What follows belongs to an exercise in optimizing a design on an open flow for small area; a production flow would make more cautious choices.
Only simulation tests tie the RTL to the original design; equivalence was not proved.
No activity file was given, so power comes from the tool's default toggle rates.

## run 1
// run
module run #(
  parameter int unsigned DATA_W = run_pkg::DATA_W,
  parameter int unsigned ADDR_W = run_pkg::ADDR_W
) (
  input  logic              clk,
  input  logic              rst_n,
  input  logic [ADDR_W-1:0] read_reg_1,
  input  logic [ADDR_W-1:0] read_reg_2,
  input  logic [ADDR_W-1:0] write_reg,
  input  logic              reg_write,
  input  logic [DATA_W-1:0] write_data,
  output logic [DATA_W-1:0] read_data_1,
  output logic [DATA_W-1:0] read_data_2,
  input  logic [ADDR_W-1:0] dbg_sel,
  output logic [DATA_W-1:0] register_files,
  output logic [DATA_W-1:0] memory
);
Size: roughly 2800 cells after synthesis, about 1100 flip-flops, roughly 180 I/O pins, ~46000 um^2 of cells after synthesis.
clock: 8.0 ns
lec_check: 0
cap_margin: 20
core_margin: 2
core_utilization: 30
place_density: 0.38
slew_margin: 20
synth_hierarchical: 1
synth_minimum_keep_size: 0
run.sh (not shown) runs the stock make flow with config.mk's settings and CLKGATE_MAP_FILE= SYNTH_SCRIPT=/design/flow/synth_recipe.tcl, a recipe that flattens the netlist after the stock synthesis.
Run 1 | status: complete | timing, DRC, antenna: pass
> inputs changed (run 1 -> run 2)
- SLEW_MARGIN changed from 20 to 10
- CTS_CLUSTER_DIAMETER newly set to 80
- PLACE_DENSITY changed from 0.38 to 0.55
- CTS_CLUSTER_SIZE newly set to 30
- CAP_MARGIN changed from 20 to 10
- CORE_UTILIZATION changed from 30 to 45
==> flow/flow/run.sh (new file) <==
#!/bin/bash
# Standard ORFS layout (the standard.sh, standard synthesis unchanged), with two
# placement/CTS options: the port buffers use the smallest buffer cell instead of the
# default delay buffer, and CTS does not add dummy loads to balance the clock tree.
# Each tool's output goes to ORFS's own per-step logs under orfs/logs; make's output
# goes to standard.log.
set -euo pipefail
export BUFFER_PORTS_ARGS="-buffer_cell sky130_fd_sc_hd__buf_1"
export CTS_ARGS="-sink_clustering_enable -repair_clock_nets -sink_clustering_size 30 -sink_clustering_max_diameter 80 -dont_use_dummy_load"
bash standard.sh finish > standard.log 2>&1
==> flow/standard.sh (new file) <==
#!/bin/bash
# synth_recipe.tcl (not shown) runs the flow's synth.tcl, then flattens the netlist and writes it again
# the make line also repeats each setting of config.mk as NAME=value (left out here)
make -C /OpenROAD-flow-scripts/flow DESIGN_CONFIG=/design/flow/config.mk WORK_HOME=/design/flow/orfs CLKGATE_MAP_FILE= SYNTH_SCRIPT=/design/flow/synth_recipe.tcl "${@:-finish}"
removed: flow/run.sh
--- outcome ---
Measured against run 1, the overall die area of run 2 comes out at 0.67 times the reference value.
The wire length of the first global-routing pass of run 2 falls short of that of run 1 by 15%.
Run 2 — number of vias per cell about 15% higher, run 1 as reference
Row net count of the finished layout: run 2 lower / run 1 higher
Against run 1, overall power consumption in run 2 fell by more than 10%.
Min switching portion of total power across run 2 and run 1: run 1
> inputs changed (run 2 -> run 3)
- CORE_UTILIZATION now 40, was 45
- PLACE_DENSITY now 0.5, was 0.55
- CTS_CLUSTER_SIZE now 20, was 30
--- a/flow/flow/run.sh
+++ b/flow/flow/run.sh
@@ -8,3 +8,3 @@
 export BUFFER_PORTS_ARGS="-buffer_cell sky130_fd_sc_hd__buf_1"
-export CTS_ARGS="-sink_clustering_enable -repair_clock_nets -sink_clustering_size 30 -sink_clustering_max_diameter 80 -dont_use_dummy_load"
+export CTS_ARGS="-sink_clustering_enable -repair_clock_nets -sink_clustering_size 20 -sink_clustering_max_diameter 80 -dont_use_dummy_load"
 bash standard.sh finish > standard.log 2>&1
Findings:
Every stage of the flow completed for run 3, and the final layout passed the timing, design-rule and antenna checks. Taking run 2 as the reference, in run 3 total power grew by 2.9%, routed length on met2 grew by 3000 um, worst hold slack held steady, quantity of I/O buffers inserted on ports held steady. What run 2 reported for number of buffers created by CTS has to be multiplied by 1.20 to get the figure for run 3. Measured against each other, run 2 and run 3 differ in total met3 wirelength after detailed routing, the higher figure coming from run 3.
What run 4 does differently from run 3 at the input level:
- CTS_CLUSTER_SIZE changed from 20 to 25
--- a/flow/flow/run.sh
+++ b/flow/flow/run.sh
@@ -8,3 +8,3 @@
 export BUFFER_PORTS_ARGS="-buffer_cell sky130_fd_sc_hd__buf_1"
-export CTS_ARGS="-sink_clustering_enable -repair_clock_nets -sink_clustering_size 20 -sink_clustering_max_diameter 80 -dont_use_dummy_load"
+export CTS_ARGS="-sink_clustering_enable -repair_clock_nets -sink_clustering_size 25 -sink_clustering_max_diameter 80 -dont_use_dummy_load"
 bash standard.sh finish > standard.log 2>&1
Results
Run 4 -> run 3: wire length flat. Total power for run 4 is lower than for run 3. Against run 3, run 4 reports a clock latency on the worst-skew pair that is lower. Area overhead of the layout relative to synthesis, run 4 and run 3, higher one = run 3. From run 3 to run 4 the numbers moved as follows: clock group share of total power down 1.5 points, minimum clock period after layout up 43 ps, number of antenna violations at the first check in global routing down 5. Share of power burned in combinational logic delta for run 4 relative to run 3: 0.3 points higher. Routed length on met2 across run 4 and run 3: no real change.

[separate check: timing with driven ports]
The flow's constraints put no driver on any port. The routed layouts listed below were extracted and timed again, unchanged, in two steps. Step 1, drivers: a clkbuf_16 drives clk and a buf_2 each remaining input, both assumed. Step 2 moves the port delays by t, midway between the first and last clock arrival at a register: inputs arrive t later, outputs are due t later. That takes back most of the time a late clock gives input paths. a / b / c = no drivers / after step 1 / after step 2; a / b = the first two.
run	t, ns	setup slack, ns	worst slew at a driven data input, ns
run 1	0.830	0.961 / 0.874 / 0.874	0.14
run 2	0.761	1.239 / 1.215 / 1.215	0.04
run 3	0.782	1.541 / 1.509 / 1.509	0.04
run 4	0.764	1.497 / 1.466 / 1.466	0.04
After both steps setup and hold are still met in every run listed. For run 1, which loses most, drivers alone change the setup slack by -0.087 ns; drivers and shift together by -0.087 ns.
